This is an optimization exercise on Yosys and OpenROAD, whose aim is small area and a short achievable clock period, not a production implementation. RTL that was checked went through simulation tests only; none was proved equivalent to the original. Only the layout flow was run in run 1; the RTL was not checked for function there.

--- flow/run.sh ---
#!/bin/bash
# synth_recipe.tcl (not shown) runs the flow's synth.tcl, then flattens the netlist and writes it again
# the make line also repeats each setting of config.mk as NAME=value (left out here)
make -C /OpenROAD-flow-scripts/flow DESIGN_CONFIG=/design/flow/config.mk WORK_HOME=/design/flow/orfs CLKGATE_MAP_FILE= SYNTH_SCRIPT=/design/flow/synth_recipe.tcl finish
--- flow/config.mk ---
export PLATFORM = sky130hd
export DESIGN_NAME = posit_unit
export DESIGN_NICKNAME = posit_unit
export VERILOG_FILES = /design/flow/design.v
export SDC_FILE = /design/flow/constraint.sdc
export NUM_CORES = 4
export LEC_CHECK = 0
export ABC_AREA = 1
export CAP_MARGIN = 20
export CORE_MARGIN = 2
export CORE_UTILIZATION = 40
export SLEW_MARGIN = 20
--- flow/constraint.sdc ---
create_clock -name core_clock -period 80.0 [get_ports {clk}]
set_input_delay 16.0000 -clock core_clock [delete_from_list [all_inputs] [get_ports {clk}]]
set_output_delay 16.0000 -clock core_clock [all_outputs]
set_load 0.01 [all_outputs]
--- flow/design.v ---
package posit_pkg;
    localparam OP_SIZE = 2;
    typedef enum logic [OP_SIZE-1:0] {
        ADD = 2'd0,
        SUB = 2'd1,
        MUL = 2'd2,
        DIV = 2'd3
    } op_t;
endpackage
`timescale 1ns/1ps
module posit_decode (
    input  logic [14:0]       mag,
    output logic signed [5:0] te,
    output logic [11:0]       frac,
    output logic              hid
);
    logic        first;
    logic [13:0] x;
    logic [3:0]  lz;
    logic [13:0] y;
    assign first = mag[14];
    assign x     = mag[13:0] ^ {14{first}};
    assign hid   = |mag;
    always_comb begin
        lz = 4'd14;
        for (int i = 0; i < 14; i++) begin
            if (x[i]) lz = 4'(13 - i);
        end
    end
    assign y    = {mag[12:0], 1'b0} << lz;
    assign te   = {first ? {1'b0, lz} : ~{1'b0, lz}, y[13]};
    assign frac = y[12:1];
endmodule
`timescale 1ns/1ps
module core_add_sub (
    input  logic signed [5:0] te1,
    input  logic signed [5:0] te2,
    input  logic [12:0]       mant1,
    input  logic [12:0]       mant2,
    input  logic              eff_sub,
    output logic signed [6:0] te_out,
    output logic [11:0]       frac,
    output logic              guard,
    output logic              sticky,
    output logic              is_zero
);
    logic [6:0]  d;
    logic [3:0]  dsat;
    logic [14:0] bg, sml, small_sh, lowmask;
    logic        stk;
    logic [15:0] r;
    logic [4:0]  lz;
    logic [15:0] n;
    assign d    = 7'(te1) - 7'(te2);
    assign dsat = (d > 7'd15) ? 4'd15 : d[3:0];
    assign bg      = {mant1, 2'b00};
    assign sml    = {mant2, 2'b00};
    assign small_sh = sml >> dsat;
    assign lowmask  = ~(15'h7fff << dsat);
    assign stk      = |(sml & lowmask);
    assign r = eff_sub ? {1'b0, bg - small_sh - 15'(stk)} : {1'b0, bg} + {1'b0, small_sh};
    always_comb begin
        lz = 5'd16;
        for (int i = 0; i < 16; i++) begin
            if (r[i]) lz = 5'(15 - i);
        end
    end
    assign n       = r << lz;
    assign frac    = n[14:3];
    assign guard   = n[2];
    assign sticky  = n[1] | n[0] | stk;
    assign te_out  = 7'(te1) + 7'sd1 - 7'(lz);
    assign is_zero = (r == 16'd0);
endmodule
`timescale 1ns/1ps
module core_mul (
    input  logic signed [5:0] te1,
    input  logic signed [5:0] te2,
    input  logic [12:0]       mant1,
    input  logic [12:0]       mant2,
    output logic signed [6:0] te_out,
    output logic [11:0]       frac,
    output logic              guard,
    output logic              sticky
);
    logic [25:0] p;
    logic        ovf;
    assign p      = mant1 * mant2;
    assign ovf    = p[25];
    assign frac   = ovf ? p[24:13] : p[23:12];
    assign guard  = ovf ? p[12] : p[11];
    assign sticky = (|p[10:0]) | (ovf & p[11]);
    assign te_out = 7'(te1) + 7'(te2) + 7'(ovf);
endmodule
`timescale 1ns/1ps
module core_div (
    input  logic signed [5:0] te1,
    input  logic signed [5:0] te2,
    input  logic [12:0]       mant1,
    input  logic [12:0]       mant2,
    output logic signed [6:0] te_out,
    output logic [11:0]       frac,
    output logic              guard,
    output logic              sticky
);
    localparam NIT = 15;
    logic [15:0] s [NIT+1];
    logic [15:0] c [NIT+1];
    logic [NIT-1:0] qp, qn;
    logic [15:0] dpos, dneg;
    assign dpos = {3'b000, mant2};
    assign dneg = ~dpos;
    assign s[0] = {3'b000, mant1};
    assign c[0] = '0;
    for (genvar j = 0; j < NIT; j++) begin : g_it
        logic [15:0] ys, yc, x;
        logic [3:0]  est;
        logic        pos, neg;
        assign ys  = s[j];
        assign yc  = c[j];
        assign est = ys[15:12] + yc[15:12];
        assign pos = !est[3];
        assign neg = est[3] && (est != 4'b1111);
        assign x   = pos ? dneg : (neg ? dpos : 16'd0);
        assign qp[NIT-1-j] = pos;
        assign qn[NIT-1-j] = neg;
        logic [15:0] ns, nc;
        assign ns = ys ^ yc ^ x;
        assign nc = {((ys & yc) | (ys & x) | (yc & x)), 1'b0} | {15'b0, pos};
        assign s[j+1] = {ns[14:0], 1'b0};
        assign c[j+1] = {nc[14:0], 1'b0};
        if (j == NIT - 1) begin : g_last
            logic [15:0] wlast;
            assign wlast = ns + nc;
        end
    end
    logic [15:0] w;
    logic        wneg, wzero, wmd;
    logic [NIT-1:0] qm, qt;
    assign w     = g_it[NIT-1].g_last.wlast;
    assign wneg  = w[15];
    assign wzero = (w == 16'd0);
    assign wmd   = (w == (dneg + 16'd1));
    assign qm    = qp + ~qn;
    assign qt    = qm + NIT'(!wneg);
    assign frac   = qt[14] ? qt[13:2] : qt[12:1];
    assign guard  = qt[14] ? qt[1] : qt[0];
    assign sticky = (qt[14] & qt[0]) | !(wzero | wmd);
    assign te_out = 7'(te1) - 7'(te2) - 7'(!qt[14]);
endmodule
`timescale 1ns/1ps
module core_op (
    input  logic              is_mul,
    input  logic              is_div,
    input  logic              eff_sub,
    input  logic signed [5:0] te1,
    input  logic signed [5:0] te2,
    input  logic [12:0]       mant1,
    input  logic [12:0]       mant2,
    output logic signed [6:0] te_out,
    output logic [11:0]       frac,
    output logic              guard,
    output logic              sticky,
    output logic              add_zero
);
    logic signed [6:0] te_a, te_m, te_d;
    logic [11:0]       f_a, f_m, f_d;
    logic              g_a, g_m, g_d;
    logic              s_a, s_m, s_d;
    core_add_sub add_sub_i (
        .te1(te1), .te2(te2), .mant1(mant1), .mant2(mant2), .eff_sub(eff_sub),
        .te_out(te_a), .frac(f_a), .guard(g_a), .sticky(s_a), .is_zero(add_zero)
    );
    core_mul mul_i (
        .te1(te1), .te2(te2), .mant1(mant1), .mant2(mant2),
        .te_out(te_m), .frac(f_m), .guard(g_m), .sticky(s_m)
    );
    core_div div_i (
        .te1(te1), .te2(te2), .mant1(mant1), .mant2(mant2),
        .te_out(te_d), .frac(f_d), .guard(g_d), .sticky(s_d)
    );
    always_comb begin
        if (is_div) begin
            te_out = te_d; frac = f_d; guard = g_d; sticky = s_d;
        end else if (is_mul) begin
            te_out = te_m; frac = f_m; guard = g_m; sticky = s_m;
        end else begin
            te_out = te_a; frac = f_a; guard = g_a; sticky = s_a;
        end
    end
endmodule
`timescale 1ns/1ps
module posit_encode (
    input  logic              sign,
    input  logic signed [6:0] te,
    input  logic [11:0]       frac,
    input  logic              guard,
    input  logic              sticky,
    input  logic              force_zero,
    input  logic              force_nar,
    output logic [15:0]       word
);
    logic signed [5:0] k;
    logic              kneg;
    logic [3:0]        sh;
    logic [15:0]       seed;
    logic [30:0]       body;
    logic [14:0]       t;
    logic              g, st, ru;
    logic              hi, lo;
    logic [14:0]       tm;
    logic              rm, sm;
    assign k    = te[6:1];
    assign kneg = k[5];
    assign hi   = !kneg && (k > 6'sd13);
    assign lo   = kneg && (k < -6'sd14);
    assign sh   = kneg ? ~k[3:0] : k[3:0];
    assign seed = {~kneg, kneg, te[0], frac, guard};
    assign body = $signed({seed, 15'b0}) >>> sh;
    logic [30:0] body_u;
    assign body_u = kneg ? ({seed, 15'b0} >> sh) : body;
    assign t  = body_u[30:16];
    assign g  = body_u[15];
    assign st = (|body_u[14:0]) | sticky;
    assign ru = g & (st | t[0]);
    always_comb begin
        tm = t;
        rm = ru;
        sm = sign;
        if (force_nar) begin
            tm = 15'h7fff; rm = 1'b1; sm = 1'b1;
        end else if (force_zero) begin
            tm = 15'h0000; rm = 1'b0; sm = 1'b0;
        end else if (hi) begin
            tm = 15'h7fff; rm = 1'b0;
        end else if (lo) begin
            tm = 15'h0001; rm = 1'b0;
        end
    end
    assign word = {sm, tm ^ {15{sm}}} + {15'b0, sm ^ rm};
endmodule
`timescale 1ns/1ps
module posit_unit (
    input  logic        clk,
    input  logic        rst_n,
    input  logic        in_valid,
    input  logic [1:0]  op,
    input  logic [15:0] a,
    input  logic [15:0] b,
    output logic        out_valid,
    output logic [15:0] result
);
    logic        sa, sb, sb_eff;
    logic [14:0] ma, mb;
    logic        is_as, swap;
    logic        s1, s2;
    logic [14:0] m1, m2;
    logic signed [5:0] te1, te2;
    logic [11:0] f1, f2;
    logic        h1, h2;
    logic        a_zero, b_zero, a_nar, b_nar;
    logic        nar_res, zero_res;
    assign sa = a[15];
    assign sb = b[15];
    assign ma = (a[14:0] ^ {15{sa}}) + 15'(sa);
    assign mb = (b[14:0] ^ {15{sb}}) + 15'(sb);
    assign is_as  = !op[1];
    assign sb_eff = sb ^ (op == 2'd1);
    assign swap   = is_as && (mb > ma);  
    assign s1 = swap ? sb_eff : sa;
    assign s2 = swap ? sa : sb_eff;
    assign m1 = swap ? mb : ma;
    assign m2 = swap ? ma : mb;
    posit_decode dec1_i (.mag(m1), .te(te1), .frac(f1), .hid(h1));
    posit_decode dec2_i (.mag(m2), .te(te2), .frac(f2), .hid(h2));
    assign a_zero = (a == 16'h0000);
    assign b_zero = (b == 16'h0000);
    assign a_nar  = (a == 16'h8000);
    assign b_nar  = (b == 16'h8000);
    assign nar_res  = a_nar || b_nar || (op == 2'd3 && b_zero);
    assign zero_res = op[1] && (a_zero || (!op[0] && b_zero));
    logic        valid_q;
    logic        mul_q, div_q;
    logic        s1_q, s2_q;
    logic signed [5:0] te1_q, te2_q;
    logic [11:0] f1_q, f2_q;
    logic        h1_q, h2_q;
    logic        nar_q, zero_q;
    always_ff @(posedge clk) begin
        if (!rst_n) valid_q <= 1'b0;
        else        valid_q <= in_valid;
    end
    always_ff @(posedge clk) begin
        mul_q  <= (op == 2'd2);
        div_q  <= (op == 2'd3);
        s1_q   <= s1;
        s2_q   <= s2;
        te1_q  <= te1;
        te2_q  <= te2;
        f1_q   <= f1;
        f2_q   <= f2;
        h1_q   <= h1;
        h2_q   <= h2;
        nar_q  <= nar_res;
        zero_q <= zero_res;
    end
    logic signed [6:0] te_c;
    logic [11:0]       frac_c;
    logic              g_c, st_c, add_zero;
    logic              res_sign;
    logic [15:0]       word;
    core_op core_op_i (
        .is_mul(mul_q), .is_div(div_q), .eff_sub(s1_q ^ s2_q),
        .te1(te1_q), .te2(te2_q), .mant1({h1_q, f1_q}), .mant2({h2_q, f2_q}),
        .te_out(te_c), .frac(frac_c), .guard(g_c), .sticky(st_c), .add_zero(add_zero)
    );
    assign res_sign = (mul_q || div_q) ? (s1_q ^ s2_q) : s1_q;
    posit_encode enc_i (
        .sign(res_sign), .te(te_c), .frac(frac_c), .guard(g_c), .sticky(st_c),
        .force_zero(zero_q || (!mul_q && !div_q && add_zero)), .force_nar(nar_q),
        .word(word)
    );
    always_ff @(posedge clk) begin
        if (!rst_n) out_valid <= 1'b0;
        else        out_valid <= valid_q;
        result <= word;
    end
endmodule
==> results of run 1 <==
flip-flops by register name (all words and copies together), names as in the netlist:
register   flops
f1_q          12
h1_q           1
s1_q           1
mul_q          1
nar_q          1
te1_q          6
result        16
h2_q           1
te2_q          6
zero_q         1
s2_q           1
div_q          1
f2_q          12
valid_q        1
out_valid      1
synthesized netlist by cell type, types with 8 or more instances:
cell      count
clkbuf_1    126
ha_1        264
clkinv_1     10
nand3_2      11
nand2_1    1016
nand3b_1     14
nand2_4       8
nor4_1       19
o22ai_1      12
o21bai_1     16
nand4_1      57
nand3_1     296
o21ai_0     349
xnor2_1      72
o21ai_1       8
or2_2        19
o211ai_1     16
a31oi_1      11
nor3_1       22
fa_1        299
a21oi_1     127
buf_2        26
nand2_2      19
buf_1        10
xor2_1      100
a211oi_1      9
dfxtp_1      62
nor2_1      261
inv_1       738
worst reg2reg max path: cells and delay by family, from the launching register on:
family,cells,cell delay (ps)
AOI/OAI and AO/OA,36,6330
xor gates and xnor gates,11,2060
adders and majority gates,37,13880
buffers and inverters,40,4880
DFF,1,680
and+or+nand+nor,90,17580
area by class of cell:
cell class | instances | area share [%]
Clock buffer | 12 | 0.9183
Clock inverter | 4 | 0.1613
Inverter | 755 | 10.15
Multi-Input combinational cell | 3096 | 77.48
Sequential cell | 62 | 4.448
Tap cell | 864 | 3.870
Timing Repair Buffer | 93 | 2.974
worst min-delay path by stage:
stage,startpoint,to,cells past startpoint,slack (ps)
2_1_floorplan,valid_q,out_valid,2,390
3_3_place_gp,valid_q,out_valid,2,390
3_5_place_dp,valid_q,out_valid,2,400
4_1_cts,valid_q,out_valid,2,410
5_1_grt,valid_q,out_valid,2,440
6_report,valid_q,out_valid,2,410
logic make-up after synthesis:
group                    count (synthesis)  synth area share, %
XOR/XNOR                               172                5.709
AO/OA/AOI/OAI                          591                12.24
buffers and inverters                  920                13.28
flip-flops                              62                4.703
multiplexers                             5               0.1897
AND/OR/NAND/NOR                       1765                28.68
adder cells (fa/ha/maj)                563                35.20
metal layers:
layer / vias to the layer above / share of wire [%] / track usage [%]
li1: 12720 / - / -
met1: 11422 / 45 / 31.26
met2: 658 / 46 / 39.01
met3: 105 / 5.5 / 2.399
met4: 0 / 3.0 / 6.794
met5: - / 0 / 0
through the flow:
step | util [%]
after global routing | 42.64
after floorplan | -
after global placement | 42.18
after detailed placement | 42.18
after CTS | 42.64
final | 42.64
==> impl_metrics.csv, run 1 <==
group,metric,value,unit
critical_path,crit_path_frequent_cell,"inv_1",
cts,cts_resized,0,
cts,cts_sinks,62,
floorplan,coreArea,65510,um^2
cts,post-cts-setup-buffer-count,0,
drt,first_iter_violations,1655,
timing,setup_tns,0,ps
run_status,status,"complete, no violations",
place,gp_congestion,0.9032,
floorplan,io_pins,54,
grt,grt_use_total,23.15,%
cells_and_area,n_fill_cell,6951,
timing,rsz0062_at_grt,"no",
critical_path,critPathKind,"flip-flop to flip-flop",
synthesis,ys_types,56,
critical_path,cp_slowest_stage_delay,730,ps
cts,clkTransAtPathRegs,60,ps
synthesis,synth_edf_count,0,
cts,ctsRootBufferMaster,"clkbuf_16",
cells_and_area,multi_input_area,21640,um^2
cells_and_area,final_cell_mix,"nand2_1, inv_1, o21ai_0",
timing,hold_violations,0,
drt,postRouteAntennaNets,0,
floorplan,die-width,260.9,um
synthesis,synth_area_leaders,"fa_1, nand2_1, ha_1",
place,placedCellCount,4870,
cells_and_area,final_cell_area,27930,um^2
critical_path,reg2reg_to,"result[15]",
cells_and_area,mostFrequentLayoutCell,"nand2_1",
place,post_dp_cell_area,27630,um^2
critical_path,path_depth,214,
drt,firstDrtPassIters,8,
critical_path,end_kind,"flip-flop",
cells_and_area,antenna_cells,0,
synthesis,async_flop_share,0,%
timing,finalCritPeriodShare,56.89,%
critical_path,crit_slowest_cell,"nor4_1",
drt,wirelength,78030,um
critical_path,worstSetupEndpoint,"result[15]",
cts,clock_path_buffers,2,
grt,antenna_found_initial,0,
critical_path,cp_max_fo,21,
cells_and_area,fin_cells,4886,
timing,tightestPinTransition,946.8,ps
synthesis,yosysTopAreaCellShare,22.68,%
synthesis,ys_warn_count,8,
cells_and_area,ff_latch_area,1242,um^2
critical_path,crit_path_start_kind,"flip-flop",
run,cap_viol_max_count,0,
synthesis,ys.flop_type,"dfxtp_1",
cells_and_area,areaGrowthSynthToFinish,5.851,%
drt,drcViolationCount,0,
synthesis,synthCells,4078,
floorplan,start_util,40.28,%
critical_path,critPathRequiredTime,80220,ps
floorplan,std_cell_rows,94,
synthesis,synth_seq_cells,62,
synthesis,yosys.area.top_type,"fa_1",
grt,overflow,0,
cts,clk_latency,330,ps
critical_path,r2r_start,"h2_q",
timing,final-setup-viol-count,0,
critical_path,reg2reg_depth,214,
cts,tritoncts,"yes",
cts,numCtsBuffers,9,
drt,via_per_inst,5.097,
place,preCtsSetupSlack,34750,ps
cells_and_area,drive_above_1_share,3.332,%
synthesis,syn_area,26390,um^2
cts,postCtsHoldBufs,0,
timing,hold_slack,406.4,ps
critical_path,worst-path-buf-inv,40,
floorplan,die_h,260.9,um
cells_and_area,fin_nets,4617,
place,hpwl,63630,um
hold_path,hold_class,"flip-flop to flip-flop",
drt,post_drt_wl_per_cell,15.97,um
synthesis,avgSynthCellArea,6.471,um^2
floorplan,die-area,68040,um^2
place,port_buffers,53,
timing,setup_ws,34490,ps
grt,grt_pass1_wl,126200,um
grt,grt_max_degree,42,
cts,htreeDepth,3,
critical_path,crit_arrival,45730,ps
synthesis,yosysSeqAreaShare,4.703,%
timing,clock.fmax,21.97,MHz
timing,slew_headroom,36.88,%
critical_path,rrSetupSlack,34490,ps
timing,finClkSkew,9.239,ps
timing,min_period,45510,ps
critical_path,cp_top_family,"simple AND/OR/NAND/NOR gates",
synthesis,syn_nets,4678,
grt,grt_pass1_vias,24119,
drt,vias,24905,
timing,slew_viol_final,0,
critical_path,critPathLaunch,"h2_q",
==> run 2, diff against run 1 <==
--- a/flow/design.v
+++ b/flow/design.v
@@ -96,55 +96,99 @@
 module core_div (
-    input  logic signed [5:0] te1,
-    input  logic signed [5:0] te2,
     input  logic [12:0]       mant1,
     input  logic [12:0]       mant2,
-    output logic signed [6:0] te_out,
-    output logic [11:0]       frac,
-    output logic              guard,
-    output logic              sticky
+    output logic [14:0]       qm,       
+    output logic              wneg,
+    output logic              rem_nz
 );
-    localparam NIT = 15;
+    localparam NIT = 8;
     logic [15:0] s [NIT+1];
     logic [15:0] c [NIT+1];
-    logic [NIT-1:0] qp, qn;
-    logic [15:0] dpos, dneg;
-    assign dpos = {3'b000, mant2};
-    assign dneg = ~dpos;
+    logic [15:0] d1, d2;
+    logic [15:0] qp, qn;
+    logic signed [6:0] m2, m1;
+    assign d1 = {3'b000, mant2};
+    assign d2 = {2'b00, mant2, 1'b0};
+    div_thresh thr_i (.dtop(mant2[11:9]), .m2(m2), .m1(m1));
     assign s[0] = {3'b000, mant1};
     assign c[0] = '0;
+    logic [15:0] ns_last, nc_last;
     for (genvar j = 0; j < NIT; j++) begin : g_it
-        logic [15:0] ys, yc, x;
-        logic [3:0]  est;
-        logic        pos, neg;
-        assign ys  = s[j];
-        assign yc  = c[j];
-        assign est = ys[15:12] + yc[15:12];
-        assign pos = !est[3];
-        assign neg = est[3] && (est != 4'b1111);
-        assign x   = pos ? dneg : (neg ? dpos : 16'd0);
-        assign qp[NIT-1-j] = pos;
-        assign qn[NIT-1-j] = neg;
-        logic [15:0] ns, nc;
-        assign ns = ys ^ yc ^ x;
-        assign nc = {((ys & yc) | (ys & x) | (yc & x)), 1'b0} | {15'b0, pos};
-        assign s[j+1] = {ns[14:0], 1'b0};
-        assign c[j+1] = {nc[14:0], 1'b0};
+        logic signed [6:0] est;
+        logic        sub, two, one, ge2, ltm2;
+        logic [15:0] mag, x, ns, nc;
+        if (j == 0) begin : g_first
+            assign sub  = 1'b1;
+            assign two  = $signed({3'b000, mant1[12:9]}) >= m2;
+            assign one  = !two;
+            assign ge2  = two;
+            assign ltm2 = 1'b0;
+        end else begin : g_sel
+            logic ge1, ltm1;
+            assign est  = s[j][15:9] + c[j][15:9];
+            assign ge2  = est >= m2;
+            assign ge1  = est >= m1;
+            assign ltm2 = est < ~m2;
+            assign ltm1 = est < ~m1;
+            assign sub  = ge1;
+            assign two  = ge2 | ltm2;
+            assign one  = (ge1 | ltm1) & !two;
+        end
+        assign mag  = two ? d2 : (one ? d1 : 16'd0);
+        assign x    = mag ^ {16{sub}};
+        assign ns   = s[j] ^ c[j] ^ x;
+        assign nc   = {((s[j] & c[j]) | (s[j] & x) | (c[j] & x)), sub};
+        assign s[j+1] = {ns[13:0], 2'b00};
+        assign c[j+1] = {nc[13:0], 2'b00};
+        assign qp[2*(NIT-1-j) +: 2] = {ge2, sub & !two};
+        assign qn[2*(NIT-1-j) +: 2] = {ltm2, !sub & one};
         if (j == NIT - 1) begin : g_last
-            logic [15:0] wlast;
-            assign wlast = ns + nc;
+            assign ns_last = ns;
+            assign nc_last = nc;
         end
     end
-    logic [15:0] w;
-    logic        wneg, wzero, wmd;
-    logic [NIT-1:0] qm, qt;
-    assign w     = g_it[NIT-1].g_last.wlast;
-    assign wneg  = w[15];
-    assign wzero = (w == 16'd0);
-    assign wmd   = (w == (dneg + 16'd1));
-    assign qm    = qp + ~qn;
-    assign qt    = qm + NIT'(!wneg);
+    logic [15:0] w, qm16;
+    logic        wzero, wmd;
+    assign w      = ns_last + nc_last;
+    assign wneg   = w[15];
+    assign wzero  = (w == 16'd0);
+    assign wmd    = (w == (~d1 + 16'd1));
+    assign rem_nz = !(wzero | wmd);
+    assign qm16   = qp + ~qn;
+    assign qm     = qm16[14:0];
+endmodule
+module div_thresh (
+    input  logic [2:0]        dtop,
+    output logic signed [6:0] m2,
+    output logic signed [6:0] m1
+);
+    always_comb begin
+        case (dtop)
+            3'd0:    m2 = 7'sd12;
+            3'd1:    m2 = 7'sd14;
+            3'd2:    m2 = 7'sd15;
+            3'd3:    m2 = 7'sd16;
+            3'd4:    m2 = 7'sd18;
+            3'd5:    m2 = 7'sd20;
+            3'd6:    m2 = 7'sd20;
+            default: m2 = 7'sd24;
+        endcase
+        m1 = dtop[2] ? 7'sd6 : 7'sd4;
+    end
+endmodule
+module div_finish (
+    input  logic signed [6:0] te_in,    
+    input  logic [14:0]       qm,
+    input  logic              wneg,
+    input  logic              rem_nz,
+    output logic signed [6:0] te_out,
+    output logic [11:0]       frac,
+    output logic              guard,
+    output logic              sticky
+);
+    logic [14:0] qt;
+    assign qt     = qm + 15'(!wneg);
     assign frac   = qt[14] ? qt[13:2] : qt[12:1];
     assign guard  = qt[14] ? qt[1] : qt[0];
-    assign sticky = (qt[14] & qt[0]) | !(wzero | wmd);
-    assign te_out = 7'(te1) - 7'(te2) - 7'(!qt[14]);
+    assign sticky = (qt[14] & qt[0]) | rem_nz;
+    assign te_out = te_in - 7'(!qt[14]);
 endmodule
@@ -160,11 +204,12 @@
     output logic signed [6:0] te_out,
-    output logic [11:0]       frac,
-    output logic              guard,
-    output logic              sticky,
+    output logic [14:0]       val,
+    output logic              wneg,
+    output logic              rem_nz,
     output logic              add_zero
 );
-    logic signed [6:0] te_a, te_m, te_d;
-    logic [11:0]       f_a, f_m, f_d;
-    logic              g_a, g_m, g_d;
-    logic              s_a, s_m, s_d;
+    logic signed [6:0] te_a, te_m;
+    logic [11:0]       f_a, f_m;
+    logic              g_a, g_m;
+    logic              s_a, s_m;
+    logic [14:0]       qm;
     core_add_sub add_sub_i (
@@ -178,4 +223,3 @@
     core_div div_i (
-        .te1(te1), .te2(te2), .mant1(mant1), .mant2(mant2),
-        .te_out(te_d), .frac(f_d), .guard(g_d), .sticky(s_d)
+        .mant1(mant1), .mant2(mant2), .qm(qm), .wneg(wneg), .rem_nz(rem_nz)
     );
@@ -183,7 +227,10 @@
         if (is_div) begin
-            te_out = te_d; frac = f_d; guard = g_d; sticky = s_d;
+            te_out = 7'(te1) - 7'(te2);
+            val    = qm;
         end else if (is_mul) begin
-            te_out = te_m; frac = f_m; guard = g_m; sticky = s_m;
+            te_out = te_m;
+            val    = {f_m, g_m, s_m, 1'b0};
         end else begin
-            te_out = te_a; frac = f_a; guard = g_a; sticky = s_a;
+            te_out = te_a;
+            val    = {f_a, g_a, s_a, 1'b0};
         end
@@ -307,6 +354,5 @@
     logic signed [6:0] te_c;
-    logic [11:0]       frac_c;
-    logic              g_c, st_c, add_zero;
+    logic [14:0]       val_c;
+    logic              wneg_c, rnz_c, add_zero;
     logic              res_sign;
-    logic [15:0]       word;
     core_op core_op_i (
@@ -314,10 +360,8 @@
         .te1(te1_q), .te2(te2_q), .mant1({h1_q, f1_q}), .mant2({h2_q, f2_q}),
-        .te_out(te_c), .frac(frac_c), .guard(g_c), .sticky(st_c), .add_zero(add_zero)
+        .te_out(te_c), .val(val_c), .wneg(wneg_c), .rem_nz(rnz_c), .add_zero(add_zero)
     );
     assign res_sign = (mul_q || div_q) ? (s1_q ^ s2_q) : s1_q;
-    posit_encode enc_i (
-        .sign(res_sign), .te(te_c), .frac(frac_c), .guard(g_c), .sticky(st_c),
-        .force_zero(zero_q || (!mul_q && !div_q && add_zero)), .force_nar(nar_q),
-        .word(word)
-    );
+    logic              sign_r, div_r, wneg_r, rnz_r, fz_r, fn_r;
+    logic signed [6:0] te_r;
+    logic [14:0]       val_r;
     always_ff @(posedge clk) begin
@@ -325,4 +369,26 @@
         else        out_valid <= valid_q;
-        result <= word;
+        sign_r <= res_sign;
+        div_r  <= div_q;
+        te_r   <= te_c;
+        val_r  <= val_c;
+        wneg_r <= wneg_c;
+        rnz_r  <= rnz_c;
+        fz_r   <= zero_q || (!mul_q && !div_q && add_zero);
+        fn_r   <= nar_q;
     end
+    logic signed [6:0] te_d, te_o;
+    logic [11:0]       frac_d, frac_o;
+    logic              g_d, st_d, g_o, st_o;
+    div_finish div_fin_i (
+        .te_in(te_r), .qm(val_r), .wneg(wneg_r), .rem_nz(rnz_r),
+        .te_out(te_d), .frac(frac_d), .guard(g_d), .sticky(st_d)
+    );
+    assign te_o   = div_r ? te_d : te_r;
+    assign frac_o = div_r ? frac_d : val_r[14:3];
+    assign g_o    = div_r ? g_d : val_r[2];
+    assign st_o   = div_r ? st_d : val_r[1];
+    posit_encode enc_i (
+        .sign(sign_r), .te(te_o), .frac(frac_o), .guard(g_o), .sticky(st_o),
+        .force_zero(fz_r), .force_nar(fn_r), .word(result)
+    );
 endmodule
==> impl_metrics.csv, run 2 <==
group,metric,value,unit
grt,met2_usage,38.96,%
timing,tightestPinTransition,1016,ps
cts,clock_path_buffers,2,
synthesis,ys_warn_count,9,
grt,grt-busiest-layer,"met2",
grt,antenna_found_initial,2,
timing,slew_viol_final,0,
critical_path,cp_max_fo,23,
synthesis,yosysSeqAreaShare,5.709,%
drt,first_iter_violations,1950,
synthesis,avgSynthCellArea,6.523,um^2
cts,htreeDepth,3,
floorplan,start_util,40.32,%
cts,tritoncts,"yes",
cells_and_area,n_fill_cell,6882,
cells_and_area,final_cell_area,27710,um^2
drt,postRouteAntennaNets,0,
cts,clk_latency,380,ps
critical_path,crit_slowest_cell,"inv_1",
cells_and_area,fin_nets,4533,
timing,slew_headroom,32.18,%
cells_and_area,final_cell_mix,"nand2_1, inv_1, ha_1",
timing,rsz0062_at_grt,"no",
synthesis,yosys.area.top_type,"ha_1",
cells_and_area,areaGrowthSynthToFinish,6.780,%
critical_path,critPathRequiredTime,80260,ps
critical_path,critPathKind,"flip-flop to flip-flop",
timing,setup_tns,0,ps
place,port_buffers,53,
drt,drcViolationCount,0,
critical_path,end_kind,"flip-flop",
timing,finClkSkew,19.43,ps
grt,grt_pass1_wl,126300,um
place,hpwl,63260,um
grt,grt_max_degree,49,
grt,grt_use_total,23.27,%
floorplan,die-area,66920,um^2
grt,overflow,0,
synthesis,synth_seq_cells,74,
timing,clock.fmax,27.67,MHz
cells_and_area,top_register,"val_r",
synthesis,yosysTopAreaCellShare,16.68,%
floorplan,coreArea,64350,um^2
floorplan,die_h,258.7,um
timing,finalCritPeriodShare,45.18,%
floorplan,die-width,258.7,um
cells_and_area,mostFrequentLayoutCell,"nand2_1",
synthesis,yosysMostFrequentCell,"nand2_1",
drt,vias,24887,
drt,wirelength,76860,um
cts,postCtsHoldBufs,0,
timing,min_period,36140,ps
synthesis,synth_commonest_cells,"nand2_1, inv_1, ha_1",
run_status,status,"complete, no violations",
cts,ctsRootBufferMaster,"clkbuf_16",
cts,cts_resized,0,
grt,grt_pass1_vias,24211,
place,post_dp_cell_area,27400,um^2
timing,hold_violations,0,
cts,clkTransAtPathRegs,80,ps
floorplan,std_cell_rows,93,
grt,grt_use_met1,31.93,%
cells_and_area,drive_above_1_share,3.585,%
run,cap_viol_max_count,0,
critical_path,crit_path_frequent_cell,"inv_1",
critical_path,crit_arrival,36410,ps
synthesis,synth_edf_count,0,
synthesis,synthCells,3978,
synthesis,ys.flop_type,"dfxtp_1",
cells_and_area,largestRegisters,"val_r: 15 flops, f1_q: 12 flops, f2_q: 12 flops",
cells_and_area,antenna_cells,0,
synthesis,synth_area_leaders,"ha_1, fa_1, nand2_1",
cts,cts_sinks,74,
cts,numCtsBuffers,9,
critical_path,cp_slowest_stage_delay,650,ps
drt,firstDrtPassIters,6,
grt,grt_use_met3,2.523,%
synthesis,async_flop_share,0,%
synthesis,syn_area,25950,um^2
floorplan,io_pins,54,
critical_path,crit_path_start_kind,"flip-flop",
place,gp_congestion,0.9517,
timing,hold_slack,417.4,ps
cells_and_area,largest_reg_flops,15,
synthesis,ys_types,64,
cts,post-cts-setup-buffer-count,0,
drt,post_drt_wl_per_cell,15.96,um
synthesis,syn_nets,4555,
timing,final-setup-viol-count,0,
hold_path,hold_class,"flip-flop to flip-flop",
drt,via_per_inst,5.168,
cells_and_area,fin_util,43.06,%
==> run 2: cell type report <==
class                   instances  area, um^2  share of cell area, %
flip-flops and latches         74        1481                  5.347
inverters                     769        2887                  10.42
well taps                     855        1070                  3.861
clock inverters                 7       86.33                 0.3116
multi-input cells            2998       21040                  75.95
repair buffers                104       913.4                  3.297
clock buffers                   9       225.2                 0.8129
==> run 2: path summary, 6_finish.rpt <==
| kind | startpoint | endpoint | slack (ps) | depth (start not counted) |
|---|---|---|---|---|
| max | f2_q[10] | rnz_r | 43860 | 171 |
| min | valid_q | out_valid | 420 | 2 |
| max reg2reg | f2_q[10] | rnz_r | 43860 | 171 |
| min reg2reg | valid_q | out_valid | 420 | 2 |
==> run 2: metrics by stage <==
step / cells / setup slack, ps
floorplan: 3978 / 50080
global placement: 4800 / 45500
detailed placement: 4800 / 44390
CTS: 4816 / 44270
global route: 4816 / 40440
finish: 4816 / 43860
==> run 2: worst max-delay path: cells and delay by family, from the launching register on <==
family,cells,cell delay [ps]
flip-flops,1,300
AO/OA/AOI/OAI,45,8450
AND/OR/NAND/NOR,46,5610
XOR/XNOR,13,2450
buffers and inverters,33,4990
adder cells (fa/ha/maj),34,14080
==> run 2: kinds of logic (layout without fill, tap and decap cells) <==
kind of cell,Yosys count,count (layout),share of synthesized area (%)
mux,6,6,0.2315
buf+inv,906,889,13.22
simple gates,1382,1382,22.24
fa+ha+maj,540,540,31.65
xor+xnor,277,277,9.437
compound gates,793,793,17.51
flops,74,74,5.709
==> run 2: layer usage <==
| layer | wire length (um) | vias up |
|---|---|---|
| li1 | - | 12692 |
| met1 | 36110 | 11470 |
| met2 | 34860 | 632 |
| met3 | 4092 | 91 |
| met4 | 1785 | 2 |
| met5 | 14 | - |
==> run 3, diff against run 2 <==
--- a/flow/config.mk
+++ b/flow/config.mk
@@ -8,5 +8,6 @@
 export ABC_AREA = 1
-export CAP_MARGIN = 20
+export CAP_MARGIN = 50
 export CORE_MARGIN = 2
-export CORE_UTILIZATION = 40
-export SLEW_MARGIN = 20
+export CORE_UTILIZATION = 60
+export GPL_TIMING_DRIVEN = 1
+export SLEW_MARGIN = 70
==> impl_metrics.csv, run 3 <==
group,metric,value,unit
synthesis,async_flop_share,0,%
floorplan,std_cell_rows,76,
drt,firstDrtPassIters,8,
timing,finClkSkew,26.59,ps
run,cap_viol_max_count,0,
synthesis,avgSynthCellArea,6.523,um^2
cells_and_area,antenna_cells,0,
critical_path,worst-path-buf-inv,35,
cts,post-cts-setup-buffer-count,0,
grt,antenna_found_initial,2,
cells_and_area,final_cell_mix,"nand2_1, inv_1, ha_1",
grt,grt_pass1_vias,25513,
cells_and_area,mostFrequentLayoutCell,"nand2_1",
cts,ctsRootBufferMaster,"clkbuf_16",
place,post_dp_cell_area,27290,um^2
timing,clock.fmax,29.49,MHz
cells_and_area,fin_nets,4541,
floorplan,die-width,212.0,um
cts,htreeDepth,3,
cells_and_area,drive_above_1_share,6.097,%
critical_path,crit_slowest_cell,"fa_1",
cells_and_area,final_cell_area,27760,um^2
timing,slew_headroom,69.16,%
critical_path,end_kind,"flip-flop",
floorplan,die-area,44920,um^2
cells_and_area,areaGrowthSynthToFinish,6.982,%
timing,tightestPinTransition,457.8,ps
drt,wirelength,81870,um
critical_path,cp_top_family,"adder cells",
synthesis,synthCells,3978,
run_status,status,"complete, no violations",
drt,drcViolationCount,0,
critical_path,critPathKind,"flip-flop to flip-flop",
cells_and_area,multi_input_area,21390,um^2
cts,postCtsHoldBufs,0,
synthesis,synth_seq_cells,74,
synthesis,ys.flop_type,"dfxtp_1",
place,port_buffers,53,
cells_and_area,n_fill_cell,3931,
synthesis,yosysMostFrequentCell,"nand2_1",
cts,cts_resized,0,
timing,finalCritPeriodShare,42.39,%
floorplan,io_pins,54,
timing,slew_viol_final,0,
hold_path,hold_class,"flip-flop to flip-flop",
synthesis,synth_edf_count,0,
drt,vias,26269,
critical_path,cp_slowest_stage_delay,590,ps
grt,overflow,0,
timing,min_period,33910,ps
grt,grt_pass1_wl,131300,um
timing,hold_violations,0,
synthesis,yosysSeqAreaShare,5.709,%
critical_path,crit_arrival,34200,ps
synthesis,ys_warn_count,9,
grt,grt_use_total,37.03,%
place,hpwl,66790,um
cells_and_area,largest_reg_flops,15,
place,gp_congestion,1.032,
cts,clock_path_buffers,2,
drt,via_per_inst,5.768,
floorplan,die_h,212.0,um
drt,first_iter_violations,2115,
timing,rsz0062_at_grt,"no",
cells_and_area,ff_latch_area,1490,um^2
cts,clkTransAtPathRegs,80,ps
synthesis,ys_types,64,
cts,clk_latency,380,ps
grt,grt_max_degree,49,
cells_and_area,largestRegisters,"val_r: 15 flops, f1_q: 12 flops, f2_q: 12 flops",
timing,final-setup-viol-count,0,
synthesis,yosys.area.top_type,"ha_1",
cts,numCtsBuffers,9,
drt,post_drt_wl_per_cell,17.98,um
synthesis,synth_area_leaders,"ha_1, fa_1, nand2_1",
cts,cts_sinks,74,
floorplan,start_util,60.50,%
cells_and_area,top_register,"val_r",
critical_path,crit_path_start_kind,"flip-flop",
synthesis,syn_area,25950,um^2
critical_path,crit_path_frequent_cell,"inv_1",
synthesis,syn_nets,4555,
critical_path,cp_max_fo,23,
synthesis,yosysTopAreaCellShare,16.68,%
cts,tritoncts,"yes",
timing,setup_tns,0,ps
floorplan,coreArea,42890,um^2
synthesis,synth_commonest_cells,"nand2_1, inv_1, ha_1",
drt,postRouteAntennaNets,0,
critical_path,critPathRequiredTime,80280,ps
## run 3: metal layers
metal | track usage [%] | share of wire, % | wire [um]
met2 | 61.89 | 46 | 37490
met1 | 47.14 | 41 | 33950
met4 | 16.25 | 4.8 | 3912
met5 | 0 | 0.033 | 27
met3 | 5.904 | 7.9 | 6492
## run 3: kinds of logic (layout without fill, tap and decap cells)
logic type	Yosys count	after routing	share of synthesized area [%]
mux	6	6	0.2315
xor+xnor	277	277	9.437
flops	74	74	5.709
buf+inv	906	897	13.22
compound gates	793	793	17.51
fa+ha+maj	540	540	31.65
simple gates	1382	1382	22.24
## run 3: through the flow
| step | worst slack (ps) | std cells | hold WS [ps] | utilization, % |
|---|---|---|---|---|
| 6_report | 46090 | 4554 | 429.1 | 64.73 |
| 5_1_grt | 43410 | 4554 | 454.9 | 64.73 |
| 4_1_cts | 45540 | 4554 | 434.1 | 64.34 |
| 3_5_place_dp | 45640 | 4538 | 416.2 | 63.63 |
| 3_3_place_gp | 45810 | 4524 | 396.5 | 62.98 |
| 2_1_floorplan | 50080 | 3978 | 309.6 | - |
## run 3: final cells by class
class | count | share of cell area (%)
multi-input cells | 2998 | 77.04
inverters | 769 | 10.44
flip-flops and latches | 74 | 5.368
repair buffers | 112 | 3.426
well taps | 585 | 2.637
clock buffers | 9 | 0.8113
clock inverters | 7 | 0.2795
## run 3: worst register-to-register path, delay by kind of cell, from the launching register on
family,cells,cell delay [ps]
simple gates,46,5050
flops,1,290
fa+ha+maj,34,13370
compound gates,45,8230
xor+xnor,13,2320
buf+inv,35,4490
## run 3: path summary, 6_finish.rpt
kind                 from         to  slack [ps]  cells after the start
hold reg to reg   valid_q  out_valid         430                      2
setup / recovery  f2_q[9]      rnz_r       46090                    173
hold / removal    valid_q  out_valid         430                      2
setup reg to reg  f2_q[9]      rnz_r       46090                    173

port drivers added, routing unchanged:
No port has a modelled driver above. Below, the same layouts with a new extraction and two added sets of constraints.
Step 1, drivers: a clkbuf_16 drives clk and a buf_2 each remaining input, both assumed.
Step 2 adds t to the input delays and takes it off the output delays; t is the mean of the earliest and latest rising clock arrival at the registers after step 1. Input paths then give back, and output paths get back, about the clock's delay inside the block.
Slacks: ideal ports / drivers / drivers and shift; pairs: ideal ports / drivers.
run | t (ns) | setup slack, ns | hold slack, ns | clock arrival spread, ns
run 1 | 0.361 | 34.486 / 34.486 / 34.486 | 0.406 / 0.406 / 0.406 | 0.010 / 0.010
run 2 | 0.425 | 43.855 / 43.855 / 43.855 | 0.417 / 0.417 / 0.417 | 0.019 / 0.019
run 3 | 0.421 | 46.085 / 46.085 / 46.085 | 0.429 / 0.429 / 0.429 | 0.027 / 0.026
After both steps setup and hold are still met in every run listed.
